This is an optimization exercise on Yosys and OpenROAD, whose aim is small area, not a production implementation.
RTL that was checked went through simulation tests only; none was proved equivalent to the original.
Function not checked in run 6: the RTL went through the layout flow alone.
No activity file was given, so power comes from the tool's default toggle rates.

## flow/flow/run.sh

```bash
#!/bin/bash
# The standard layout (standard.sh) with three changes: an area-oriented ABC script in
# synthesis, minimum-size port buffers, and a clock tree of small buffers without dummy loads.
# The tools' output goes to standard_flow.log here; ORFS keeps each step's log under orfs/logs.
set -euo pipefail
W=$(pwd)
export FLOW_WORK=$W
export FLOW_ABC_SCRIPT=$W/flow/abc_area.script
export BUFFER_PORTS_ARGS="-buffer_cell sky130_fd_sc_hd__buf_1"
export CTS_ARGS="-sink_clustering_enable -repair_clock_nets -dont_use_dummy_load -buf_list sky130_fd_sc_hd__clkbuf_4 -sink_clustering_buffer sky130_fd_sc_hd__clkbuf_8 -sink_clustering_size 22 -sink_clustering_max_diameter 40"
bash standard.sh SYNTH_SCRIPT=$W/flow/synth.tcl finish > standard_flow.log 2>&1
```

## flow/flow/abc_area.script

```
&get -n
&st
&dch
&nf -R 1000 -p
&put
```

## flow/flow/synth.tcl

```tcl
# The standard synthesis (synth_recipe.tcl) with one change: ABC maps with
# flow/abc_area.script, an area-oriented script, instead of ORFS's speed script.
# Flip-flops are mapped before ABC runs, so the registers are the standard ones.
proc abc {args} {
  set i [lsearch -exact $args -script]
  if {$i >= 0} {
    lset args [expr {$i + 1}] $::env(FLOW_ABC_SCRIPT)
  }
  yosys abc {*}$args
}
source $::env(FLOW_WORK)/synth_recipe.tcl
```

## flow/standard.sh

```bash
#!/bin/bash
# synth_recipe.tcl (not shown) runs the flow's synth.tcl, then flattens the netlist and writes it again
# the make line also repeats each setting of config.mk as NAME=value (left out here)
make -C /OpenROAD-flow-scripts/flow DESIGN_CONFIG=/design/flow/config.mk WORK_HOME=/design/flow/orfs CLKGATE_MAP_FILE= SYNTH_SCRIPT=/design/flow/synth_recipe.tcl "${@:-finish}"
```

## flow/config.mk

```make
export PLATFORM = sky130hd
export DESIGN_NAME = video_overlay
export DESIGN_NICKNAME = video_overlay
export VERILOG_FILES = /design/flow/design.v
export SDC_FILE = /design/flow/constraint.sdc
export NUM_CORES = 4
export LEC_CHECK = 0
export CAP_MARGIN = 20
export CORE_MARGIN = 2
export CORE_UTILIZATION = 70
export SLEW_MARGIN = 20
```

## flow/constraint.sdc

```tcl
create_clock -name core_clock -period 6.0 [get_ports {clk}]
set_input_delay 1.2000 -clock core_clock [delete_from_list [all_inputs] [get_ports {clk}]]
set_output_delay 1.2000 -clock core_clock [all_outputs]
set_load 0.01 [all_outputs]
```

## flow/design.v

```verilog
`default_nettype none
package video_pkg;
	typedef struct packed {
		logic [5:0] r;
		logic [5:0] g;
		logic [5:0] b;
	} rgb666_t;
	typedef struct packed {
		logic [7:0] h;
		logic [7:0] s;
		logic [7:0] v;
	} hsv_t;
	typedef struct packed {
		logic [10:0] hcount;
		logic [9:0] vcount;
		logic hsync;
		logic vsync;
		logic blank;
	} raster_t;
	typedef enum logic [1:0] {
		MODE_VIDEO = 2'd0,
		MODE_TRACK = 2'd1,
		MODE_CURSOR = 2'd2,
		MODE_HSV = 2'd3
	} overlay_mode_e;
endpackage
`default_nettype wire
`default_nettype none
package track_pkg;
	typedef struct packed {
		logic [10:0] x;
		logic [9:0] y;
	} pos_t;
	typedef struct packed {
		logic up;
		logic down;
		logic left;
		logic right;
	} buttons_t;
	typedef struct packed {
		logic [7:0] hue;
		pos_t pos;
	} readout_t;
endpackage
`default_nettype wire
`default_nettype none
module debounce (
	input wire logic clk,
	input wire logic rst,
	input wire logic raw,
	output logic clean
);
	localparam int CNT_W = $clog2(16);
	logic [CNT_W-1:0] cnt;
	logic differ;
	assign differ = raw ^ clean;
	always_ff @(posedge clk) begin
		if (rst || !differ) begin
			cnt <= '0;
		end else begin
			cnt <= cnt + 1'b1;
		end
	end
	always_ff @(posedge clk) begin
		if (rst) begin
			clean <= 1'b0;
		end else if (differ && (&cnt)) begin
			clean <= raw;
		end
	end
endmodule
`default_nettype wire
`default_nettype none
module cursor_mover (
	input wire logic clk,
	input wire logic rst,
	input wire logic step,
	input wire track_pkg::buttons_t buttons,
	output track_pkg::pos_t cursor,
	output track_pkg::pos_t cursor_next
);
	logic y_inc, y_dec, x_inc, x_dec;
	assign y_inc = step & buttons.down & ~(cursor.y[9] & cursor.y[8]);
	assign y_dec = step & ~y_inc & buttons.up & (|cursor.y);
	assign x_inc = step & buttons.right & ~cursor.x[10];
	assign x_dec = step & ~x_inc & buttons.left & (|cursor.x);
	logic [10:0] y_t;
	logic [11:0] x_t;
	assign y_t[0] = y_inc | y_dec;
	assign x_t[0] = x_inc | x_dec;
	for (genvar i = 0; i < 10; i++) begin : g_yt
		assign y_t[i+1] = y_t[i] & (cursor.y[i] ^ y_dec);
	end
	for (genvar i = 0; i < 11; i++) begin : g_xt
		assign x_t[i+1] = x_t[i] & (cursor.x[i] ^ x_dec);
	end
	assign cursor_next = rst ? '0 : {cursor.x ^ x_t[10:0], cursor.y ^ y_t[9:0]};
	always_ff @(posedge clk) begin
		cursor <= cursor_next;
	end
endmodule
`default_nettype wire
`default_nettype none
module sync_delay #(
	parameter int DEPTH = 22
) (
	input wire logic clk,
	input wire video_pkg::raster_t raster,
	output video_pkg::raster_t raster_early,
	output logic [2:0] syncs_del
);
	logic [23:0] pipe [DEPTH-1];
	always_ff @(posedge clk) begin
		pipe[0] <= raster;
		for (int i = 1; i < DEPTH - 1; i++) begin
			pipe[i] <= pipe[i-1];
		end
		syncs_del <= pipe[DEPTH-2][2:0];
	end
	assign raster_early = pipe[DEPTH-2];
endmodule
`default_nettype wire
`default_nettype none
module overlay_mixer (
	input wire logic clk,
	input wire logic rst,
	input wire video_pkg::overlay_mode_e mode,
	input wire video_pkg::raster_t raster,
	input wire logic [2:0] syncs_del,
	input wire video_pkg::rgb666_t pixel_in,
	input wire video_pkg::hsv_t hsv_in,
	input wire track_pkg::pos_t com_pos,
	input wire track_pkg::pos_t light_pos,
	input wire track_pkg::pos_t cursor,
	input wire logic com_ready,
	output video_pkg::rgb666_t pixel_out,
	output logic hsync_out,
	output logic vsync_out,
	output logic blank_out,
	output track_pkg::pos_t com_latched,
	output track_pkg::pos_t com_next
);
	assign com_next = ({21{~rst & com_ready}} & com_pos) | ({21{~rst & ~com_ready}} & com_latched);
	always_ff @(posedge clk) begin
		com_latched <= com_next;
	end
	logic near_x, near_y;
	logic near_com;
	logic on_light;
	logic on_cursor;
	logic hue_ok;
	logic sv_ok;
	logic use_pixel;
	logic [5:0] c_r, c_g, c_b;
	near2 #(.W(11)) u_near_x (.a(raster.hcount), .b(com_latched.x), .near(near_x));
	near2 #(.W(10)) u_near_y (.a(raster.vcount), .b(com_latched.y), .near(near_y));
	assign near_com = near_x | near_y;
	assign on_light = (raster.hcount == light_pos.x) || (raster.vcount == light_pos.y);
	assign on_cursor = (raster.hcount == cursor.x) || (raster.vcount == cursor.y);
	assign hue_ok = (hsv_in.h >= 8'hEB) && (hsv_in.h <= 8'hFA);
	assign sv_ok = (hsv_in.s > 8'h88) && (hsv_in.v > 8'h88);
	always_comb begin
		use_pixel = 1'b0;
		c_r = '0;
		c_g = '0;
		c_b = '0;
		case (mode)
			video_pkg::MODE_TRACK: begin
				if (near_com) c_g = '1;
				else if (on_light) c_b = '1;
				else use_pixel = 1'b1;
			end
			video_pkg::MODE_CURSOR: begin
				if (on_cursor) c_g = '1;
				else if (on_light) c_b = '1;
				else use_pixel = 1'b1;
			end
			video_pkg::MODE_HSV: begin
				c_r = {6{hue_ok}};
				c_g = {6{hue_ok & sv_ok}};
				c_b = {6{sv_ok}};
			end
			default: use_pixel = 1'b1;
		endcase
	end
	always_ff @(posedge clk) begin
		if (rst) begin
			pixel_out <= '0;
			hsync_out <= 1'b0;
			vsync_out <= 1'b0;
			blank_out <= 1'b1;
		end else begin
			pixel_out <= (pixel_in & {18{use_pixel}}) | {c_r, c_g, c_b};
			if (mode == video_pkg::MODE_HSV) begin
				{hsync_out, vsync_out, blank_out} <= syncs_del;
			end else begin
				hsync_out <= raster.hsync;
				vsync_out <= raster.vsync;
				blank_out <= raster.blank;
			end
		end
	end
endmodule
module near2 #(parameter int W = 11) (
	input wire logic [W-1:0] a,
	input wire logic [W-1:0] b,
	output logic near
);
	logic [W:1] z, p, m;
	assign z[W] = 1'b1;
	assign p[W] = 1'b0;
	assign m[W] = 1'b0;
	for (genvar i = W - 1; i >= 1; i--) begin : g_s
		assign z[i] = z[i+1] & ~(a[i] ^ b[i]);
		assign p[i] = (z[i+1] & a[i] & ~b[i]) | (p[i+1] & ~a[i] & b[i]);
		assign m[i] = (z[i+1] & ~a[i] & b[i]) | (m[i+1] & a[i] & ~b[i]);
	end
	assign near = z[1] | (p[1] & ~(a[0] & ~b[0])) | (m[1] & ~(~a[0] & b[0]));
endmodule
`default_nettype wire
`default_nettype none
module readout_latch (
	input wire logic clk,
	input wire logic rst,
	input wire logic track_en,
	input wire logic valid_next,
	input wire track_pkg::pos_t pos_early,
	input wire video_pkg::hsv_t hsv_in,
	input wire track_pkg::pos_t com_latched,
	input wire track_pkg::pos_t com_next,
	input wire track_pkg::pos_t cursor,
	input wire track_pkg::pos_t cursor_next,
	output track_pkg::readout_t readout
);
	logic at_com;
	logic at_cursor;
	always_ff @(posedge clk) begin
		at_com <= valid_next ? (pos_early == com_next) : (com_next == '0);
		at_cursor <= valid_next ? (pos_early == cursor_next) : (cursor_next == '0);
	end
	logic take_com, take_cursor, hold;
	assign take_com = ~rst & track_en & at_com;
	assign take_cursor = ~rst & ~(track_en & at_com) & at_cursor;
	assign hold = ~rst & ~(track_en & at_com) & ~at_cursor;
	always_ff @(posedge clk) begin
		readout.hue <= ({8{take_com | take_cursor}} & hsv_in.h) | ({8{hold}} & readout.hue);
		readout.pos <= ({21{take_com}} & com_latched) | ({21{take_cursor}} & cursor) |
			({21{hold}} & readout.pos);
	end
endmodule
`default_nettype wire
`default_nettype none
module video_overlay (
	input wire logic clk,
	input wire logic rst,
	input wire logic [1:0] switches,
	input wire track_pkg::buttons_t buttons,
	input wire video_pkg::raster_t raster,
	input wire video_pkg::rgb666_t pixel_in,
	input wire video_pkg::hsv_t hsv_in,
	input wire track_pkg::pos_t com_pos,
	input wire track_pkg::pos_t light_pos,
	input wire logic com_ready,
	output video_pkg::rgb666_t pixel_out,
	output logic hsync_out,
	output logic vsync_out,
	output logic blank_out,
	output track_pkg::readout_t readout
);
	video_pkg::overlay_mode_e mode;
	logic track_en;
	wire track_pkg::buttons_t buttons_db;
	track_pkg::pos_t cursor;
	track_pkg::pos_t com_latched;
	track_pkg::pos_t cursor_next;
	track_pkg::pos_t com_next;
	video_pkg::raster_t raster_early;
	logic [2:0] syncs_pipe;
	logic [2:0] syncs_del;
	assign mode = video_pkg::overlay_mode_e'(switches);
	assign track_en = switches[0];
	logic [2:0] step_cnt;
	logic [1:0] age;
	logic del_valid;
	logic valid_next;
	always_ff @(posedge clk) begin
		if (rst) begin
			step_cnt <= '0;
			age <= '0;
		end else begin
			step_cnt <= step_cnt + 1'b1;
			if ((&step_cnt) && !(&age)) age <= age + 1'b1;
		end
	end
	assign del_valid = (&age) | (age[1] & step_cnt[2] & step_cnt[1]);
	assign valid_next = ~rst & ((&age) | (age[1] & step_cnt[2] & (step_cnt[1] | step_cnt[0])));
	for (genvar i = 0; i < 4; i++) begin : g_db
		debounce u_debounce (
			.clk(clk),
			.rst(rst),
			.raw(buttons[i]),
			.clean(buttons_db[i])
		);
	end
	cursor_mover u_cursor_mover (
		.clk(clk),
		.rst(rst),
		.step(step_cnt == '0),
		.buttons(buttons_db),
		.cursor(cursor),
		.cursor_next(cursor_next)
	);
	sync_delay u_sync_delay (
		.clk(clk),
		.raster(raster),
		.raster_early(raster_early),
		.syncs_del(syncs_pipe)
	);
	assign syncs_del = syncs_pipe & {3{del_valid}};
	overlay_mixer u_overlay_mixer (
		.clk(clk),
		.rst(rst),
		.mode(mode),
		.raster(raster),
		.syncs_del(syncs_del),
		.pixel_in(pixel_in),
		.hsv_in(hsv_in),
		.com_pos(com_pos),
		.light_pos(light_pos),
		.cursor(cursor),
		.com_ready(com_ready),
		.pixel_out(pixel_out),
		.hsync_out(hsync_out),
		.vsync_out(vsync_out),
		.blank_out(blank_out),
		.com_latched(com_latched),
		.com_next(com_next)
	);
	readout_latch u_readout_latch (
		.clk(clk),
		.rst(rst),
		.track_en(track_en),
		.valid_next(valid_next),
		.pos_early(raster_early[23:3]),
		.hsv_in(hsv_in),
		.com_latched(com_latched),
		.com_next(com_next),
		.cursor(cursor),
		.cursor_next(cursor_next),
		.readout(readout)
	);
endmodule
`default_nettype wire
```

==> results_dict.tcl, run 1 <==
set metrics [dict create \
    status "no timing/DRC/antenna violations" \
    maxSlewViolCount 0 \
    io_pins 167 \
    n_fill_cell 1339 \
    ctsHoldBuffers 0 \
    end_kind "flop" \
    gp_congestion 0.891 \
    cts_inserted_buffers 45 \
    synthCells 1207 \
    grt_pass1_vias 8996 \
    final_cell_mix "dfxtp_1, buf_1, xnor2_1" \
    leakagePower_nw 7.13 \
    synth-edff-count 0 \
    drt_first_iter_violations 640 \
    core.rowCount 55 \
    required_ns 6.62 \
    critPathMostFrequentCell "or4_1" \
    skew_ns 0.0916 \
    grt_pass1_wl_um 45800 \
    cts_resized 0 \
    coreArea_um2 22700 \
    cts_tree "done" \
    switching_share_pct 20.8 \
    final_hold_viol_count 0 \
    ir_drop_mv 0.336 \
    dp_hpwl_um 21000 \
    slew_headroom_pct 26.3 \
    internal_power_mw 5.07 \
    drc_errors 0 \
    r2r_cells 15 \
    die_area_um2 24500 \
    synth_seq_cells 626 \
    r2r-start "step_cnt[0]" \
    grt_usage_pct 24.6 \
    worst_pin_slew_ns 1.09 \
    path_class "reg2reg" \
    power_density_nw_per_um2 358 \
    die_w_um 157 \
    antenna_found_initial 2 \
    postCtsSetupBuffers 0 \
    period_minus_slack_ns 4.65 \
    crit_slowest_cell "nand4_1" \
    fin_crit_sh_pct 77.5 \
    areaGrowthSynthToFinish_pct 9.94 \
    min_to "u_sync_delay.pipe[15][6]" \
    die_y_um 157 \
    crit_buf_inv 1 \
    cts.sinks 626 \
    mappedNetlistNets 1336 \
    seq_area_frac_synth_pct 76.9 \
    cpPeakStageDelay_ns 0.56 \
    h-tree-depth 2 \
    wl_per_cell_um 17.7 \
    fmax_mhz 215 \
    comb_power_share_pct 3.4 \
    setup-violations-final 0 \
    arrival_ns 5.27 \
    cpLargestDelayFamily "simple AND/OR/NAND/NOR gates" \
    hold_path_startpoint "u_sync_delay.pipe[14][6]" \
    ys_async_sr_fraction_pct 0 \
    nNetsFinal 1553 \
    drtPass1Iterations 6 \
    grt_max_degree 32 \
    drtAntennaViolNets 0 \
    crit_path_cell_trace "clkinv_1, ha_1, nor2b_1, nand3b_1, nand4_1, o21ai_0, nand2_1, nor3_1, and2_0, xnor2_1, nor2_1, or4_1, or4_1, or4_1, o21ai_0" \
    finalSetupTns_ns 0 \
    power.share.sequential_pct 69.1 \
    vias_per_cell 5.29 \
    rsz0062_at_grt "false" \
    hold_path.class "reg2reg" \
    synth_area_um2 16300 \
    r2r_slack_ns 1.35 \
    layout_commonest_cell "dfxtp_1" \
    whs_ns 0.244 \
    hold_depth 0 \
    cts-root-buf "clkbuf_4" \
    io_buffer_count 166 \
    insertion_delay_ns 0.73 \
    drv_cap 0 \
    start_util_pct 71.7 \
    drive_gt1_share_pct 3.73 \
    switchingPower_mw 1.34 \
    r2r-end "u_readout_latch.at_cursor" \
    clk_pin_slew_worst_paths_ns 0.11 \
    yosys_warnings 7 \
    synth_cell_type_count 36 \
    cp_max_fo 11 \
    drt_wl_total_um 30300 \
    start_kind "flop" \
    synth_area_per_cell_um2 13.5 \
    synth_flop_cell "dfxtp_1" \
    grt-ovfl-total 0 \
    clockBufferDepth 3 \
    pwr-share-clk_pct 27.5 \
    vias 9041 \
]
-- area by class of cell --
cell class	count	area (um2)	area share, %
antenna	1	2.50	0.0140
sequential	626	12500	70.0
timing repair buffer	170	654	3.65
tap	285	357	1.99
multi-input combinational	534	3600	20.1
clock buffer	45	588	3.28
inverter	47	176	0.985
-- state kept, by name, indices dropped and copies added (netlist names) --
signal and cells:
u_overlay_mixer.blank_out 1, u_overlay_mixer.vsync_out 1, u_readout_latch.at_com 1, age 2
u_overlay_mixer.com_latched 21, u_readout_latch.at_cursor 1, step_cnt 3, u_readout_latch.readout 29
u_overlay_mixer.hsync_out 1, u_cursor_mover.cursor 21, u_sync_delay.pipe 504, u_sync_delay.syncs_del 3
u_overlay_mixer.pixel_out 18, g_db.u_debounce.clean 4, g_db.u_debounce.cnt 16
-- worst max path at each step --
stage                 from                       endpoint  slack [ns]  cells past startpoint
2_1_floorplan   raster[23]  u_overlay_mixer.pixel_out[10]        1.74                     13
3_3_place_gp    raster[23]  u_overlay_mixer.pixel_out[11]        1.16                     14
3_5_place_dp    raster[23]   u_overlay_mixer.pixel_out[9]        1.01                     14
4_1_cts        step_cnt[1]      u_readout_latch.at_cursor        1.35                     14
5_1_grt        step_cnt[0]      u_readout_latch.at_cursor        0.94                     15
6_report       step_cnt[0]      u_readout_latch.at_cursor        1.35                     15
-- layer usage --
layer,global-route usage (%),wire (um)
met2,41.5,14200
met4,10.6,1160
met5,0,0
met3,4.76,1920
met1,31.2,13000
-- metrics by stage --
stage / worst slack (ns) / std cells / cell area [um2] / util [%] / power [mW]
after global placement: 1.16 / 1662 / 17300 / 76.2 / 4.71
after floorplan: 1.74 / 1207 / 16300 / - / 4.61
after detailed placement: 1.01 / 1662 / 17300 / 76.2 / 4.73
final: 1.35 / 1708 / 17900 / 78.8 / 6.41
after global routing: 0.942 / 1708 / 17900 / 78.8 / 6.63
after CTS: 1.35 / 1707 / 17900 / 78.8 / 6.45
-- kinds of logic (layout without fill, tap and decap cells) --
group                      count (synthesis)  count (layout)  share of synthesized area (%)
muxes                                      5               5                          0.307
other                                      0               1                              0
DFF                                      626             626                           76.9
and+or+nand+nor                          247             247                           7.69
AOI/OAI and AO/OA                        143             143                           6.22
xor gates and xnor gates                 127             127                           6.83
buffers and inverters                     47             262                           1.08
adders and majority gates                 12              12                          0.922
-- power by group through the flow --
stage / registers [mW] / logic, mW / clock network (mW)
final: 4.43 / 0.215 / 1.76
after global routing: 4.45 / 0.238 / 1.94
after CTS: 4.43 / 0.215 / 1.80
after detailed placement: 4.52 / 0.211 / 0
after floorplan: 4.50 / 0.111 / 0
after global placement: 4.51 / 0.203 / 0
-- synth_stat cells, types with 4 or more instances --
master / instances / area share (%)
nand2b_1: 15 / 0.58
a222oi_1: 18 / 1.1
nand2_1: 51 / 1.2
clkinv_1: 47 / 1.1
nand3_1: 18 / 0.55
o21ai_0: 14 / 0.43
a22o_1: 22 / 1.2
ha_1: 12 / 0.92
a22oi_1: 29 / 1.3
dfxtp_1: 626 / 77
a21oi_1: 36 / 1.1
nor2_1: 58 / 1.3
nor3_1: 12 / 0.37
xor2_1: 52 / 2.8
nor2b_1: 29 / 1.1
and3_1: 4 / 0.15
xnor2_1: 75 / 4.0
mux2i_1: 5 / 0.31
nor4_1: 18 / 0.69
nand4_1: 25 / 0.96
or4_1: 7 / 0.32
o22ai_1: 12 / 0.46
==> inputs of run 2 (changes only) <==
--- a/flow/flow/run.sh
+++ b/flow/flow/run.sh
@@ -7,5 +7,5 @@
 export FLOW_WORK=$W
 export FLOW_ABC_SCRIPT=$W/flow/abc_area.script
 export BUFFER_PORTS_ARGS="-buffer_cell sky130_fd_sc_hd__buf_1"
-export CTS_ARGS="-sink_clustering_enable -repair_clock_nets -dont_use_dummy_load -buf_list sky130_fd_sc_hd__clkbuf_4 -sink_clustering_buffer sky130_fd_sc_hd__clkbuf_8 -sink_clustering_size 22 -sink_clustering_max_diameter 40"
+export CTS_ARGS="-sink_clustering_enable -repair_clock_nets -dont_use_dummy_load -buf_list sky130_fd_sc_hd__clkbuf_4 -sink_clustering_size 10 -sink_clustering_max_diameter 40"
 bash standard.sh SYNTH_SCRIPT=$W/flow/synth.tcl finish > standard_flow.log 2>&1
==> run 2 against run 1 <==
  * Clock power down 3%
  * Maximum frequency up 0.57%
  * Still clean on timing, DRC and antenna
  * Clock-buffer cell count up 28
  * Wire length down 1.5%
==> results_dict.tcl, run 2 <==
set metrics [dict create \
    status "no timing/DRC/antenna violations" \
    die_area_um2 24500 \
    power_mw 6.35 \
    dp_hpwl_um 21000 \
    postCtsSetupBuffers 0 \
    wl_per_cell_um 17.2 \
    cpPeakStageDelay_ns 0.56 \
    required_ns 6.57 \
    grt_usage_pct 24.4 \
    power_density_nw_per_um2 355 \
    synth_area_um2 16300 \
    synth_seq_cells 626 \
    synth-edff-count 0 \
    die_y_um 157 \
    synth_cell_type_count 36 \
    arrival_ns 5.19 \
    start_util_pct 71.7 \
    slew_headroom_pct 26.8 \
    vias 9204 \
    dp.cells 1662 \
    drt_wl_total_um 29900 \
    synth_area_per_cell_um2 13.5 \
    core.rowCount 55 \
    ys_async_sr_fraction_pct 0 \
    seq_area_frac_synth_pct 76.9 \
    reg_top3 "u_sync_delay.pipe x504, u_readout_latch.readout x29" \
    cts_inserted_buffers 73 \
    areaGrowthSynthToFinish_pct 9.70 \
    drtPass1Iterations 6 \
    synth_flop_cell "dfxtp_1" \
    yosysTopAreaCell "dfxtp_1" \
    cts.sinks 626 \
    drc_errors 0 \
    io_pins 167 \
    grt_max_degree 32 \
    hold_path.class "reg2reg" \
    drv_cap 0 \
    fmax_mhz 216 \
    clockBufferDepth 3 \
    period_minus_slack_ns 4.63 \
    vias_per_cell 5.30 \
    ctsHoldBuffers 0 \
    postLayoutCellArea_um2 17900 \
    finalWorstSetupSlack_ns 1.37 \
    synthCells 1207 \
    n_fill_cell 1374 \
    largest_register_ffs 504 \
    end_kind "flop" \
    cts_resized 0 \
    fin_cells 1736 \
    die_w_um 157 \
    cts-root-buf "clkbuf_4" \
    crit_path_cell_trace "clkinv_1, ha_1, nor2b_1, nand3b_1, nand4_1, o21ai_0, nand2_1, nor3_1, and2_0, xnor2_1, nor2_1, or4_1, or4_1, or4_1, o21ai_0" \
    maxSlewViolCount 0 \
    drive_gt1_share_pct 5.59 \
    fin_crit_sh_pct 77.1 \
    ir_drop_mv 0.287 \
    layout_commonest_cell "dfxtp_1" \
    yosysMostFrequentCell "dfxtp_1" \
    final_hold_viol_count 0 \
    final_cell_mix "dfxtp_1, buf_1, xnor2_1" \
    path_class "reg2reg" \
    io_buffer_count 166 \
    cp_max_fo 11 \
    start_kind "flop" \
    cts_tree "done" \
    leakagePower_nw 7.15 \
    h-tree-depth 3 \
    place_ws_ns 1.01 \
    clk_pin_slew_worst_paths_ns 0.10 \
    yosys_warnings 7 \
    insertion_delay_ns 0.69 \
    yosysTopAreaCellShare_pct 76.9 \
    worst_pin_slew_ns 1.09 \
    critPathMostFrequentCell "or4_1" \
    grt-ovfl-total 0 \
    grt_pass1_vias 9164 \
    coreArea_um2 22700 \
    skew_ns 0.0774 \
    finalSetupTns_ns 0 \
    drt_first_iter_violations 569 \
    nNetsFinal 1581 \
    grt_pass1_wl_um 45200 \
    rsz0062_at_grt "false" \
    gp_congestion 0.891 \
    setup-violations-final 0 \
    dpl-instance-area_um2 17300 \
    antenna_found_initial 1 \
    synthTopCellsByArea "dfxtp_1, xnor2_1, xor2_1, a22oi_1, nor2_1" \
    crit_slowest_cell "nand4_1" \
    top_register "u_sync_delay.pipe" \
    synthTopCellsByCount "dfxtp_1, xnor2_1, nor2_1" \
    drtAntennaViolNets 0 \
    mappedNetlistNets 1336 \
]
==> run 2: logic make-up after synthesis <==
group / Yosys count / share of synthesized area (%)
fa+ha+maj: 12 / 0.922
compound gates: 143 / 6.22
mux: 5 / 0.307
xor+xnor: 127 / 6.83
flops: 626 / 76.9
simple gates: 247 / 7.69
buf+inv: 47 / 1.08
==> run 2: per-stage QoR <==
step | utilization (%) | hold slack, ns
floorplan | - | 0.310
global placement | 76.2 | 0.310
detailed placement | 76.2 | 0.312
CTS | 78.7 | 0.269
global route | 78.7 | 0.263
finish | 78.7 | 0.285
==> run 2: final cells by class <==
cell class / count / area (um2) / area share (%)
diodes: 1 / 2.50 / 0.0140
clock buffers: 73 / 548 / 3.07
inverters: 47 / 176 / 0.987
multi-input cells: 534 / 3600 / 20.1
flip-flops and latches: 626 / 12500 / 70.1
well taps: 285 / 357 / 2.00
repair buffers: 170 / 654 / 3.66
==> run 2: routing by layer <==
| metal | vias up | global-route usage (%) | share of wire, % |
|---|---|---|---|
| li1 | 4558 | - | - |
| met1 | 4227 | 30.1 | 43 |
| met2 | 330 | 40.8 | 47 |
| met3 | 89 | 5.37 | 6.1 |
| met4 | 0 | 11.8 | 3.8 |
| met5 | - | 0 | 0 |
==> run 2: critical path: cells and delay by family, from the launching register on <==
| family | cells | cell delay, ns |
|---|---|---|
| compound gates | 2 | 0.69 |
| buf+inv | 1 | 0.08 |
| xor+xnor | 1 | 0.12 |
| fa+ha+maj | 1 | 0.20 |
| flops | 1 | 0.37 |
| simple gates | 10 | 3.10 |
==> run 2: where the power goes <==
group          leakage, nW  switching, mW  internal (mW)  total [mW]
logic                 1.57          0.130         0.0837       0.213
clock network        0.336           1.14          0.564        1.71
registers             5.25         0.0678           4.36        4.43
total                 7.15           1.34           5.01        6.35
==> run 2: final timing paths <==
| kind | slack [ns] | start | end | cells after the start |
|---|---|---|---|---|
| worst min-delay path | 0.29 | u_sync_delay.pipe[14][23] | u_sync_delay.pipe[15][23] | 0 |
| worst max register to register | 1.37 | step_cnt[0] | u_readout_latch.at_cursor | 15 |
| worst max-delay path | 1.37 | step_cnt[0] | u_readout_latch.at_cursor | 15 |
| worst min register to register | 0.29 | u_sync_delay.pipe[14][23] | u_sync_delay.pipe[15][23] | 0 |
==> inputs of run 3 (changes only) <==
--- a/flow/flow/run.sh
+++ b/flow/flow/run.sh
@@ -7,5 +7,5 @@
 export FLOW_WORK=$W
 export FLOW_ABC_SCRIPT=$W/flow/abc_area.script
 export BUFFER_PORTS_ARGS="-buffer_cell sky130_fd_sc_hd__buf_1"
-export CTS_ARGS="-sink_clustering_enable -repair_clock_nets -dont_use_dummy_load -buf_list sky130_fd_sc_hd__clkbuf_4 -sink_clustering_size 10 -sink_clustering_max_diameter 40"
+export CTS_ARGS="-sink_clustering_enable -repair_clock_nets -dont_use_dummy_load -buf_list sky130_fd_sc_hd__clkbuf_4 -sink_clustering_size 11 -sink_clustering_max_diameter 40"
 bash standard.sh SYNTH_SCRIPT=$W/flow/synth.tcl finish > standard_flow.log 2>&1
--- a/flow/config.mk
+++ b/flow/config.mk
@@ -7,5 +7,5 @@
 export LEC_CHECK = 0
 export CAP_MARGIN = 20
 export CORE_MARGIN = 2
-export CORE_UTILIZATION = 70
+export CORE_UTILIZATION = 80
 export SLEW_MARGIN = 20
==> run 3 against run 2 <==
  * First-iteration DRC count rose by 68%
  * Sequential power barely moved
  * Die area fell by 12%
  * Global-route usage rose by 11 points
  * Highest routed layer unchanged
==> results_dict.tcl, run 3 <==
set metrics [dict create \
    h-tree-depth 3 \
    ctsHoldBuffers 0 \
    antenna_found_initial 1 \
    cp_max_fo 18 \
    coreArea_um2 20100 \
    die_w_um 147 \
    synth_area_per_cell_um2 13.5 \
    fin_cells 1716 \
    layout_commonest_cell "dfxtp_1" \
    critPathMostFrequentCell "nand2_1" \
    end_kind "flop" \
    drt_first_iter_violations 958 \
    cts_tree "done" \
    cts_inserted_buffers 67 \
    drtAntennaViolNets 0 \
    grt_pass1_vias 10500 \
    vias_per_cell 5.87 \
    ys_async_sr_fraction_pct 0 \
    power_density_nw_per_um2 358 \
    crit_start "raster[23]" \
    r2r_cells 14 \
    comb_power_share_pct 3.7 \
    insertion_delay_ns 0.72 \
    path_class "in2reg" \
    grt_max_degree 32 \
    switching_share_pct 22.1 \
    grt-ovfl-total 0 \
    drv_cap 0 \
    grt_usage_pct 34.9 \
    io_buffer_count 166 \
    yosys_warnings 7 \
    synth_seq_cells 626 \
    cts-root-buf "clkbuf_4" \
    hold_path.class "reg2reg" \
    cp.depth 14 \
    dp_hpwl_um 24200 \
    cpPeakStageDelay_ns 0.70 \
    worst_pin_slew_ns 1.22 \
    r2r-start "u_overlay_mixer.com_latched[20]" \
    hold_depth 0 \
    period_minus_slack_ns 5.00 \
    pwr-share-clk_pct 26.7 \
    drc_errors 0 \
    clockBufferDepth 3 \
    cpLargestDelayFamily "simple AND/OR/NAND/NOR gates" \
    die_y_um 147 \
    largest_register_ffs 504 \
    io_pins 167 \
    synth-edff-count 0 \
    synthTopCellsByCount "dfxtp_1, xnor2_1, nor2_1" \
    whs_ns 0.302 \
    mappedNetlistNets 1336 \
    crit_slowest_cell "nor4_1" \
    crit_buf_inv 1 \
    power_mw 6.38 \
    final_cell_mix "dfxtp_1, buf_1, xnor2_1" \
    top_register "u_sync_delay.pipe" \
    areaGrowthSynthToFinish_pct 9.33 \
    nNetsFinal 1576 \
    slew_headroom_pct 18.4 \
    fmax_mhz 200 \
    grt_pass1_wl_um 56700 \
    vias 10100 \
    dpl-instance-area_um2 17300 \
    seq_area_frac_synth_pct 76.9 \
    yosysTopAreaCellShare_pct 76.9 \
    final_hold_viol_count 0 \
    die_area_um2 21500 \
    start_kind "primary input" \
    skew_ns 0.0803 \
    core.rowCount 52 \
    postLayoutCellArea_um2 17800 \
    drive_gt1_share_pct 5.19 \
    crit_path_cell_trace "buf_1, ha_1, nor3b_1, nand2_1, nor4_1, nand2_1, or4_1, o41a_1, nand3_1, nor3_1, nand4_1, nand2_1, nand2_1, a21oi_1" \
    drtPass1Iterations 6 \
    synth_area_um2 16300 \
    arrival_ns 5.50 \
    status "no timing/DRC/antenna violations" \
    yosysTopAreaCell "dfxtp_1" \
    yosysMostFrequentCell "dfxtp_1" \
    internal_power_mw 4.96 \
    clk_pin_slew_worst_paths_ns 0.11 \
    switchingPower_mw 1.41 \
    power.share.sequential_pct 69.6 \
    fin_crit_sh_pct 83.3 \
    cts_resized 0 \
    ir_drop_mv 0.295 \
    drt_wl_total_um 37500 \
    maxSlewViolCount 0 \
    required_ns 6.51 \
    synth_cell_type_count 36 \
    setup-violations-final 0 \
    wl_per_cell_um 21.9 \
    postCtsSetupBuffers 0 \
    gp_congestion 0.868 \
    leakagePower_nw 7.13 \
    synthTopCellsByArea "dfxtp_1, xnor2_1, xor2_1, a22oi_1, nor2_1" \
    rsz0062_at_grt "false" \
    dp.cells 1648 \
    reg_top3 "u_sync_delay.pipe x504, u_readout_latch.readout x29" \
    cts.sinks 626 \
    finalSetupTns_ns 0 \
    synthCells 1207 \
    start_util_pct 81.0 \
    synth_flop_cell "dfxtp_1" \
    hold_path_startpoint "u_sync_delay.pipe[2][12]" \
]
==> run 3: cell count changes in the layout (fill, tap and decap cells not counted), sizes merged <==
cell    delta
buf        +1
clkbuf     -6
==> run 3: path summary, 6_finish.rpt <==
path	end	slack, ns
min	u_sync_delay.pipe[3][12]	0.30
min reg2reg	u_sync_delay.pipe[3][12]	0.30
max	u_overlay_mixer.pixel_out[4]	1.00
max reg2reg	u_overlay_mixer.pixel_out[4]	1.14
==> run 3: power groups by stage <==
stage | clock network (mW) | registers, mW | logic [mW]
final | 1.70 | 4.44 | 0.237
after global routing | 1.86 | 4.45 | 0.253
after CTS | 1.72 | 4.44 | 0.232
after detailed placement | 0 | 4.53 | 0.221
after global placement | 0 | 4.51 | 0.201
after floorplan | 0 | 4.50 | 0.111
==> run 3: cell families (layout without fill, tap and decap cells) <==
group           count (synthesis)  count (layout)  synth area share [%]
compound gates                143             143                  6.22
simple gates                  247             247                  7.69
fa+ha+maj                      12              12                 0.922
mux                             5               5                 0.307
flops                         626             626                  76.9
xor+xnor                      127             127                  6.83
other cells                     0               1                     0
buf+inv                        47             285                  1.08
==> run 3: per-stage QoR <==
step | setup WS, ns | utilization (%)
floorplan | 1.74 | -
global placement | 1.22 | 86.1
detailed placement | 0.799 | 86.1
CTS | 1.15 | 88.6
global route | 0.720 | 88.6
finish | 1.00 | 88.6
==> run 3: metal layers <==
metal,track usage (%),wire [um]
met5,0,0
met4,20.6,2200
met3,7.69,2830
met2,60.3,18800
met1,40.0,13700
==> run 3: layout make-up <==
cell class	instances	area, um2
sequential	626	12500
multi-input combinational	534	3590
clock buffer	67	503
inverter	47	176
timing repair buffer	171	662
fill	829	2300
tap	270	338
antenna	1	2.50
==> inputs of run 4 (changes only) <==
--- a/flow/config.mk
+++ b/flow/config.mk
@@ -7,5 +7,5 @@
 export LEC_CHECK = 0
 export CAP_MARGIN = 20
 export CORE_MARGIN = 2
-export CORE_UTILIZATION = 80
+export CORE_UTILIZATION = 60
 export SLEW_MARGIN = 20
==> run 4 against run 3 <==
  * Area after synthesis did not move
  * Critical path depth is 1 higher
  * Via count fell by 10%
  * Total power decreased by 1.0%
  * Non-clock buffer count unchanged
  * Sequential cell count did not move
  * Worst hold slack worse by 0.041 ns
  * First-iteration DRC count is 47% lower
  * Highest routed layer unchanged
==> results_dict.tcl, run 4 <==
set metrics [dict create \
    skew_ns 0.0796 \
    slew_headroom_pct 29.2 \
    pwr-share-clk_pct 26.6 \
    internal_power_mw 4.98 \
    fmax_mhz 217 \
    critPathMostFrequentCell "o21ai_0" \
    cts_tree "done" \
    finalWorstSetupSlack_ns 1.40 \
    synth_cell_type_count 36 \
    path_class "reg2reg" \
    cts-root-buf "clkbuf_4" \
    drt_first_iter_violations 504 \
    worst_pin_slew_ns 1.06 \
    synthCells 1207 \
    nNetsFinal 1579 \
    synth_area_um2 16300 \
    clockBufferDepth 3 \
    dp_hpwl_um 19900 \
    hold_path_startpoint "u_sync_delay.pipe[4][7]" \
    cts_inserted_buffers 70 \
    grt_max_degree 33 \
    drtPass1Iterations 8 \
    r2r-start "step_cnt[0]" \
    crit_path_cell_trace "clkinv_1, ha_1, nor2b_1, nand3b_1, nand4_1, o21ai_0, nand2_1, nor3_1, and3_1, nand2_1, o21ai_0, clkinv_1, or4_1, or4_1, o21ai_0" \
    ctsHoldBuffers 0 \
    seq_area_frac_synth_pct 76.9 \
    final_cell_mix "dfxtp_1, buf_1, xnor2_1" \
    yosysTopAreaCellShare_pct 76.9 \
    grt_pass1_vias 8790 \
    die_y_um 169 \
    power_density_nw_per_um2 352 \
    dpl-instance-area_um2 17400 \
    mappedNetlistNets 1336 \
    top_register "u_sync_delay.pipe" \
    final_hold_viol_count 0 \
    postLayoutCellArea_um2 17900 \
    drtAntennaViolNets 0 \
    antenna_found_initial 1 \
    fin_crit_sh_pct 76.7 \
    whs_ns 0.261 \
    grt_pass1_wl_um 44700 \
    yosysMostFrequentCell "dfxtp_1" \
    start_kind "flop" \
    h-tree-depth 3 \
    finalSetupTns_ns 0 \
    drc_errors 0 \
    vias 9040 \
    synth_flop_cell "dfxtp_1" \
    wl_per_cell_um 16.1 \
    io_buffer_count 166 \
    start_util_pct 60.8 \
    crit_slowest_cell "nand4_1" \
    switchingPower_mw 1.33 \
    reg_top3 "u_sync_delay.pipe x504, u_readout_latch.readout x29" \
    die_w_um 169 \
    cpPeakStageDelay_ns 0.53 \
    power_mw 6.31 \
    yosysTopAreaCell "dfxtp_1" \
    areaGrowthSynthToFinish_pct 10.1 \
    layout_commonest_cell "dfxtp_1" \
    gp_congestion 0.799 \
    power.share.sequential_pct 70.0 \
    io_pins 167 \
    coreArea_um2 26800 \
    status "no timing/DRC/antenna violations" \
    yosys_warnings 7 \
    end_kind "flop" \
    arrival_ns 5.16 \
    hold_depth 0 \
    ir_drop_mv 0.242 \
    synth_seq_cells 626 \
    core.rowCount 60 \
    grt_usage_pct 20.4 \
    synth-edff-count 0 \
    comb_power_share_pct 3.4 \
    die_area_um2 28500 \
    ys_async_sr_fraction_pct 0 \
    rsz0062_at_grt "false" \
    cp_max_fo 11 \
    synth_area_per_cell_um2 13.5 \
    synthTopCellsByCount "dfxtp_1, xnor2_1, nor2_1" \
    leakagePower_nw 7.15 \
    maxSlewViolCount 0 \
    switching_share_pct 21.1 \
    crit_start "step_cnt[0]" \
    insertion_delay_ns 0.70 \
    place_ws_ns 0.990 \
    setup-violations-final 0 \
    drive_gt1_share_pct 5.52 \
    hold_path.class "reg2reg" \
    required_ns 6.56 \
    clk_pin_slew_worst_paths_ns 0.10 \
    vias_per_cell 5.05 \
    cts_resized 0 \
    drt_wl_total_um 28700 \
    synthTopCellsByArea "dfxtp_1, xnor2_1, xor2_1, a22oi_1, nor2_1" \
    drv_cap 0 \
    r2r_cells 15 \
    cts.sinks 626 \
    largest_register_ffs 504 \
    period_minus_slack_ns 4.60 \
    grt-ovfl-total 0 \
    n_fill_cell 2046 \
    postCtsSetupBuffers 0 \
]
run 4: final cells by class:
type	instances	area, um2	area share [%]
antenna	1	2.50	0.0140
clock buffer	70	526	2.93
inverter	47	176	0.984
multi-input combinational	534	3600	20.1
sequential	626	12500	69.9
tap	341	427	2.38
timing repair buffer	171	666	3.71
run 4: metal layers:
layer | track usage [%] | vias to the layer above | routed length (um)
met4 | 8.96 | 0 | 853
met5 | 0 | - | 0
met1 | 27.4 | 4161 | 13500
met3 | 4.40 | 65 | 1670
met2 | 32.0 | 278 | 12700
li1 | - | 4536 | -
run 4: critical path: cells and delay by family, from the launching register on:
kind / cells / cell delay (ns)
AND/OR/NAND/NOR: 9 / 2.74
AO/OA/AOI/OAI: 3 / 0.97
flip-flops: 1 / 0.37
buffers and inverters: 2 / 0.26
adder cells (fa/ha/maj): 1 / 0.20
run 4: final timing paths:
check / endpoint / slack (ns)
setup reg to reg: u_readout_latch.at_cursor / 1.40
hold reg to reg: u_sync_delay.pipe[5][7] / 0.26
setup / recovery: u_readout_latch.at_cursor / 1.40
hold / removal: u_sync_delay.pipe[5][7] / 0.26
run 4: power by group through the flow:
stage / combinational [mW] / sequential, mW / clock [mW]
after floorplan: 0.111 / 4.50 / 0
after global placement: 0.207 / 4.51 / 0
after detailed placement: 0.211 / 4.52 / 0
after CTS: 0.212 / 4.42 / 1.77
after global routing: 0.235 / 4.44 / 1.92
final: 0.213 / 4.42 / 1.68
run 4: cell families (layout without fill, tap and decap cells):
logic type	after synthesis	after routing	share of synthesized area, %
adders and majority gates	12	12	0.922
other	0	1	0
xor gates and xnor gates	127	127	6.83
buffers and inverters	47	288	1.08
muxes	5	5	0.307
AOI/OAI and AO/OA	143	143	6.22
DFF	626	626	76.9
and+or+nand+nor	247	247	7.69
run 4: per-stage QoR:
step | cells | util [%]
3_5_place_dp | 1718 | 64.9
6_report | 1790 | 66.9
3_3_place_gp | 1718 | 64.9
5_1_grt | 1790 | 66.9
4_1_cts | 1788 | 66.8
2_1_floorplan | 1207 | -
==> inputs of run 5 (changes only) <==
--- a/flow/config.mk
+++ b/flow/config.mk
@@ -7,5 +7,5 @@
 export LEC_CHECK = 0
 export CAP_MARGIN = 20
 export CORE_MARGIN = 2
-export CORE_UTILIZATION = 60
+export CORE_UTILIZATION = 70
 export SLEW_MARGIN = 20
==> run 5 against run 4 <==
  * Utilization grew 12 points
  * Clock power barely moved
  * Maximum frequency fell by 0.71%
  * Sequential power barely moved
  * Critical endpoint unchanged
  * Largest cell class unchanged
  * Largest power group unchanged
==> results_dict.tcl, run 5 <==
set metrics [dict create \
    status "no timing/DRC/antenna violations" \
    cts-root-buf "clkbuf_4" \
    dp.cells 1662 \
    mappedNetlistNets 1336 \
    r2r-start "step_cnt[0]" \
    core.rowCount 55 \
    grt_pass1_vias 9280 \
    synthTopCellsByCount "dfxtp_1, xnor2_1, nor2_1" \
    die_y_um 157 \
    path_class "reg2reg" \
    postCtsSetupBuffers 0 \
    cpPeakStageDelay_ns 0.57 \
    io_pins 167 \
    multi_input_area_um2 3600 \
    fmax_mhz 216 \
    synth_seq_cells 626 \
    h-tree-depth 3 \
    final_cell_mix "dfxtp_1, buf_1, xnor2_1" \
    layout_commonest_cell "dfxtp_1" \
    drt_wl_total_um 30700 \
    yosysTopAreaCell "dfxtp_1" \
    final_hold_viol_count 0 \
    cts.sinks 626 \
    seq_area_um2 12500 \
    wl_per_cell_um 17.7 \
    whs_ns 0.304 \
    crit_buf_inv 1 \
    grt_pass1_wl_um 46700 \
    coreArea_um2 22700 \
    finalSetupTns_ns 0 \
    grt-ovfl-total 0 \
    n_fill_cell 1365 \
    fin_crit_sh_pct 77.3 \
    antenna_found_initial 1 \
    synth_area_um2 16300 \
    required_ns 6.56 \
    vias 9203 \
    dp_hpwl_um 21000 \
    top_register "u_sync_delay.pipe" \
    synth_cell_type_count 36 \
    drtPass1Iterations 5 \
    drc_errors 0 \
    seq_area_frac_synth_pct 76.9 \
    power_mw 6.31 \
    largest_register_ffs 504 \
    power_density_nw_per_um2 354 \
    synthTopCellsByArea "dfxtp_1, xnor2_1, xor2_1, a22oi_1, nor2_1" \
    yosysMostFrequentCell "dfxtp_1" \
    io_buffer_count 166 \
    ctsHoldBuffers 0 \
    die_w_um 157 \
    vias_per_cell 5.32 \
    finalCoreUtilization_pct 78.5 \
    crit_path_cell_trace "clkinv_1, ha_1, nor2b_1, nand3b_1, nand4_1, o21ai_0, nand2_1, nor3_1, and2_0, xnor2_1, nor2_1, or4_1, or4_1, or4_1, o21ai_0" \
    gp_congestion 0.891 \
    worst_pin_slew_ns 1.10 \
    setup-violations-final 0 \
    yosys_warnings 7 \
    arrival_ns 5.20 \
    dpl-instance-area_um2 17300 \
    synth_area_per_cell_um2 13.5 \
    hold_path.class "reg2reg" \
    drive_gt1_share_pct 5.19 \
    reg_top3 "u_sync_delay.pipe x504, u_readout_latch.readout x29" \
    grt_usage_pct 25.2 \
    hold_path_startpoint "u_sync_delay.pipe[14][6]" \
    cts_inserted_buffers 67 \
    postLayoutCellArea_um2 17800 \
    drt_first_iter_violations 645 \
    leakagePower_nw 7.12 \
    cpLargestDelayFamily "simple AND/OR/NAND/NOR gates" \
    slew_headroom_pct 26.8 \
    drv_cap 0 \
    ys_async_sr_fraction_pct 0 \
    crit_start "step_cnt[0]" \
    start_util_pct 71.7 \
    clk_pin_slew_worst_paths_ns 0.10 \
    nNetsFinal 1575 \
    ir_drop_mv 0.292 \
    fin_cells 1730 \
    maxSlewViolCount 0 \
    cts_tree "done" \
    die_area_um2 24500 \
    finalWorstSetupSlack_ns 1.36 \
    crit_slowest_cell "nand4_1" \
    start_kind "flop" \
    yosysTopAreaCellShare_pct 76.9 \
    skew_ns 0.0566 \
    synthCells 1207 \
    drtAntennaViolNets 0 \
    synth-edff-count 0 \
    cp_max_fo 11 \
    clockBufferDepth 3 \
    grt_max_degree 32 \
    rsz0062_at_grt "false" \
    synth_flop_cell "dfxtp_1" \
    period_minus_slack_ns 4.64 \
    end_kind "flop" \
    cts_resized 0 \
    critPathMostFrequentCell "or4_1" \
    place_ws_ns 1.01 \
    insertion_delay_ns 0.69 \
    areaGrowthSynthToFinish_pct 9.42 \
]
## run 5: path summary, 6_finish.rpt
kind | cells past startpoint | slack [ns] | endpoint
setup / recovery | 15 | 1.36 | u_readout_latch.at_cursor
hold / removal | 0 | 0.30 | u_sync_delay.pipe[15][6]
setup reg to reg | 15 | 1.36 | u_readout_latch.at_cursor
hold reg to reg | 0 | 0.30 | u_sync_delay.pipe[15][6]
## run 5: final cells by class
cell class                      count  share of cell area, %
Sequential cell                   626                   70.3
Multi-Input combinational cell    534                   20.2
Timing Repair Buffer              170                   3.67
Clock buffer                       67                   2.82
Tap cell                          285                   2.00
Inverter                           47                  0.990
Antenna cell                        1                 0.0140
## run 5: per-layer routing
layer | GRT usage, % | part of all wire, %
met1 | 30.8 | 42
met2 | 41.9 | 47
met3 | 5.68 | 6.8
met4 | 13.8 | 4.4
met5 | 0 | 0
## run 5: report_power, final
| group | internal, mW | total (mW) | switching, mW |
|---|---|---|---|
| clock | 0.520 | 1.66 | 1.14 |
| sequential | 4.36 | 4.43 | 0.0697 |
| combinational | 0.0838 | 0.215 | 0.131 |
| total | 4.96 | 6.31 | 1.35 |
## run 5: kinds of logic (layout without fill, tap and decap cells)
logic type               Yosys count  count (layout)  synth area share (%)
other                              0               1                     0
adder cells (fa/ha/maj)           12              12                 0.922
AND/OR/NAND/NOR                  247             247                  7.69
multiplexers                       5               5                 0.307
XOR/XNOR                         127             127                  6.83
flip-flops                       626             626                  76.9
AO/OA/AOI/OAI                    143             143                  6.22
buffers and inverters             47             284                  1.08
==> inputs of run 6 (changes only) <==
--- a/flow/design.v
+++ b/flow/design.v
@@ -144,7 +144,9 @@
 	always_ff @(posedge clk) begin
 		com_latched <= com_next;
 	end
+	track_pkg::pos_t mark;
 	logic near_x, near_y;
+	logic eq_x, eq_y;
 	logic near_com;
 	logic on_light;
 	logic on_cursor;
@@ -152,11 +154,14 @@
 	logic sv_ok;
 	logic use_pixel;
 	logic [5:0] c_r, c_g, c_b;
-	near2 #(.W(11)) u_near_x (.a(raster.hcount), .b(com_latched.x), .near(near_x));
-	near2 #(.W(10)) u_near_y (.a(raster.vcount), .b(com_latched.y), .near(near_y));
+	logic switches_cursor;
+	assign switches_cursor = mode[1];
+	assign mark = switches_cursor ? cursor : com_latched;
+	near2 #(.W(11)) u_near_x (.a(raster.hcount), .b(mark.x), .near(near_x), .eq(eq_x));
+	near2 #(.W(10)) u_near_y (.a(raster.vcount), .b(mark.y), .near(near_y), .eq(eq_y));
 	assign near_com = near_x | near_y;
+	assign on_cursor = eq_x | eq_y;
 	assign on_light = (raster.hcount == light_pos.x) || (raster.vcount == light_pos.y);
-	assign on_cursor = (raster.hcount == cursor.x) || (raster.vcount == cursor.y);
 	assign hue_ok = (hsv_in.h >= 8'hEB) && (hsv_in.h <= 8'hFA);
 	assign sv_ok = (hsv_in.s > 8'h88) && (hsv_in.v > 8'h88);
 	always_comb begin
@@ -204,7 +209,8 @@
 module near2 #(parameter int W = 11) (
 	input wire logic [W-1:0] a,
 	input wire logic [W-1:0] b,
-	output logic near
+	output logic near,
+	output logic eq
 );
 	logic [W:1] z, p, m;
 	assign z[W] = 1'b1;
@@ -216,6 +222,7 @@
 		assign m[i] = (z[i+1] & ~a[i] & b[i]) | (m[i+1] & a[i] & ~b[i]);
 	end
 	assign near = z[1] | (p[1] & ~(a[0] & ~b[0])) | (m[1] & ~(~a[0] & b[0]));
+	assign eq = z[1] & ~(a[0] ^ b[0]);
 endmodule
 `default_nettype wire
 `default_nettype none
==> run 6 against run 5 <==
  * Clock-buffer cell count is 3 higher
  * Critical endpoint unchanged
  * Worst hold slack worse by 0.024 ns
  * Largest cell class unchanged
  * Critical path type unchanged
  * Total power is 0.85% higher
  * Setup slack improved by 0.15 ns
==> results_dict.tcl, run 6 <==
set metrics [dict create \
    dp_hpwl_um 22100 \
    fmax_mhz 223 \
    maxSlewViolCount 0 \
    cts_resized 0 \
    coreArea_um2 22700 \
    fin_crit_sh_pct 74.8 \
    end_kind "flop" \
    cpPeakStageDelay_ns 0.39 \
    cp_max_fo 11 \
    seq_area_frac_synth_pct 77.1 \
    status "no timing/DRC/antenna violations" \
    synthTopCellsByArea "dfxtp_1, xnor2_1, xor2_1, nor2_1, mux2i_1" \
    ir_drop_mv 0.397 \
    dp.cells 1666 \
    largest_register_ffs 504 \
    grt_pass1_vias 9666 \
    switchingPower_mw 1.38 \
    clk_pin_slew_worst_paths_ns 0.10 \
    synth_top_family_by_area "simple AND/OR/NAND/NOR gates" \
    antenna_found_initial 2 \
    crit_buf_inv 2 \
    cpLargestDelayFamily "simple AND/OR/NAND/NOR gates" \
    grt-ovfl-total 0 \
    start_kind "flop" \
    synth_area_per_cell_um2 13.5 \
    power_mw 6.36 \
    crit_path_cell_trace "clkinv_1, ha_1, nor2b_1, nand3b_1, nand4_1, buf_4, o21ai_0, nand2_1, nor2_1, nand2_1, nor3_1, nand2_1, nor2_1, nand2_1, xor2_1, nor2_1, xor2_1, nor4_1, nand3_1, o21ai_0" \
    cts.sinks 626 \
    die_y_um 156 \
    pwr-share-clk_pct 26.8 \
    switching_share_pct 21.6 \
    synthTopCellsByCount "dfxtp_1, nor2_1, xnor2_1" \
    drt_first_iter_violations 599 \
    leakagePower_nw 7.21 \
    yosys_warnings 7 \
    synth_compound_area_share_pct 6.21 \
    ctsHoldBuffers 0 \
    synth_flop_cell "dfxtp_1" \
    yosysTopAreaCellShare_pct 77.1 \
    clockBufferDepth 3 \
    path_class "reg2reg" \
    h-tree-depth 3 \
    io_pins 167 \
    setup-violations-final 0 \
    reg_top3 "u_sync_delay.pipe x504, u_readout_latch.readout x29" \
    n_fill_cell 1329 \
    drv_cap 0 \
    nNetsFinal 1586 \
    whs_ns 0.279 \
    postCtsSetupBuffers 0 \
    cts-root-buf "clkbuf_4" \
    required_ns 6.54 \
    gp_congestion 0.917 \
    vias 9362 \
    internal_power_mw 4.99 \
    wl_per_cell_um 19.0 \
    grt_usage_pct 27.6 \
    cts_inserted_buffers 70 \
    comb_power_share_pct 3.5 \
    synth_cell_type_count 36 \
    worst_pin_slew_ns 0.768 \
    slew_headroom_pct 48.3 \
    critPathMostFrequentCell "nand2_1" \
    power.share.sequential_pct 69.6 \
    rsz0062_at_grt "false" \
    synth_fa_ha_area_share_pct 1.23 \
    die_area_um2 24500 \
    synth_seq_cells 626 \
    die_w_um 156 \
    mappedNetlistNets 1340 \
    final_cell_mix "dfxtp_1, buf_1, nor2_1" \
    arrival_ns 5.02 \
    synth-xor-area-share_pct 5.71 \
    drive_gt1_share_pct 5.79 \
    skew_ns 0.0935 \
    start_util_pct 71.6 \
    final_hold_viol_count 0 \
    ys_async_sr_fraction_pct 0 \
    grt_pass1_wl_um 50500 \
    synth_area_um2 16300 \
    drt_wl_total_um 33000 \
    core.rowCount 55 \
    synth-edff-count 0 \
    io_buffer_count 166 \
    drtAntennaViolNets 0 \
    hold_path.class "reg2reg" \
    power_density_nw_per_um2 356 \
    yosysMostFrequentCell "dfxtp_1" \
    yosysTopAreaCell "dfxtp_1" \
    vias_per_cell 5.39 \
    synthMuxAreaShare_pct 1.60 \
    grt_max_degree 48 \
    top_register "u_sync_delay.pipe" \
    drc_errors 0 \
    synthSimpleGateAreaFrac_pct 7.28 \
    cts_tree "done" \
    synthCells 1207 \
    fin_cells 1737 \
    crit_slowest_cell "dfxtp_1" \
    areaGrowthSynthToFinish_pct 9.84 \
    period_minus_slack_ns 4.49 \
    finalSetupTns_ns 0 \
    insertion_delay_ns 0.68 \
    drtPass1Iterations 5 \
    layout_commonest_cell "dfxtp_1" \
]
[run 6: cell types whose count changed after synthesis, sizes merged, moves of 6 or more]
cell and delta:
and2 +7, clkinv -7, mux2i +21, nand2b -10
nand4 -9, nor2 +37, nor2b -18, nor4 +8
or2 +6, or4 -6, xnor2 -17
[run 6: worst paths after layout]
| check | start | to | slack [ns] | depth (start not counted) |
|---|---|---|---|---|
| worst max-delay path | step_cnt[0] | u_readout_latch.at_cursor | 1.51 | 20 |
| worst min register to register | u_sync_delay.pipe[1][4] | u_sync_delay.pipe[2][4] | 0.28 | 0 |
| worst min-delay path | u_sync_delay.pipe[1][4] | u_sync_delay.pipe[2][4] | 0.28 | 0 |
| worst max register to register | step_cnt[0] | u_readout_latch.at_cursor | 1.51 | 20 |
[run 6: worst register-to-register path, delay by kind of cell (launching register included)]
family          cells  cell delay, ns
buf+inv             2            0.31
simple gates       13            2.55
fa+ha+maj           1            0.21
xor+xnor            2            0.27
flops               1            0.39
compound gates      2            0.60
[run 6: layer usage]
metal	wire, um	global-route usage (%)	up-vias
li1	-	-	4555
met1	13700	33.4	4395
met2	16100	47.4	343
met3	2110	6.20	69
met4	1090	12.3	0
met5	0	0	-
[run 6: power by group through the flow]
stage | Clock (mW) | Combinational, mW | Sequential [mW]
after floorplan | 0 | 0.108 | 4.50
after global placement | 0 | 0.213 | 4.51
after detailed placement | 0 | 0.220 | 4.52
after CTS | 1.76 | 0.224 | 4.43
after global routing | 1.92 | 0.246 | 4.45
final | 1.71 | 0.225 | 4.43
[run 6: cell families after synthesis]
group,Yosys count
simple gates,251
xor+xnor,106
compound gates,142
fa+ha+maj,16
flops,626
mux,26
buf+inv,40
[run 6: layout make-up]
type | count | area (um2) | share of cell area [%]
antenna | 1 | 2.50 | 0.0140
clock buffer | 70 | 526 | 2.94
inverter | 40 | 150 | 0.840
multi-input combinational | 541 | 3610 | 20.2
sequential | 626 | 12500 | 70.1
tap | 285 | 357 | 2.00
timing repair buffer | 174 | 686 | 3.84
[run 6: per-stage QoR]
step	utilization [%]	area (um2)	setup WS [ns]
floorplan	-	16300	1.71
global placement	76.3	17300	1.15
detailed placement	76.3	17300	0.969
CTS	78.7	17900	1.54
global route	78.7	17900	1.06
finish	78.7	17900	1.51

port drivers added, routing unchanged:
Ports are ideal in the flow. The routed layouts listed here were re-timed in OpenROAD.
Step 1 (the two cells are an assumption about what drives the block):
set clk [get_ports {clk}]
set_driving_cell -lib_cell sky130_fd_sc_hd__clkbuf_16 $clk
set_driving_cell -lib_cell sky130_fd_sc_hd__buf_2 [delete_from_list [all_inputs] $clk]
Step 2 adds t to the input delays and takes it off the output delays; t is the mean of the earliest and latest rising clock arrival at the registers after step 1. Input paths then give back, and output paths get back, about the clock's delay inside the block.
a / b / c = ideal / step 1 / step 2; a / b = the first two.
run | t, ns | setup slack, ns | worst setup path after step 2 | worst data-port slew with drivers (ns)
run 1 | 0.736 | 1.347 / 1.347 / 0.962 | input to register | 0.05
run 2 | 0.694 | 1.374 / 1.374 / 0.924 | input to register | 0.05
run 3 | 0.723 | 1.003 / 1.022 / 0.300 | input to register | 0.06
run 4 | 0.708 | 1.396 / 1.396 / 0.974 | input to register | 0.07
run 5 | 0.688 | 1.363 / 1.363 / 0.909 | input to register | 0.05
run 6 | 0.691 | 1.515 / 1.515 / 0.898 | input to register | 0.06
After both steps every run listed still meets setup and hold. For run 3, which loses most, drivers alone change the setup slack by +0.019 ns; drivers and shift together by -0.703 ns.
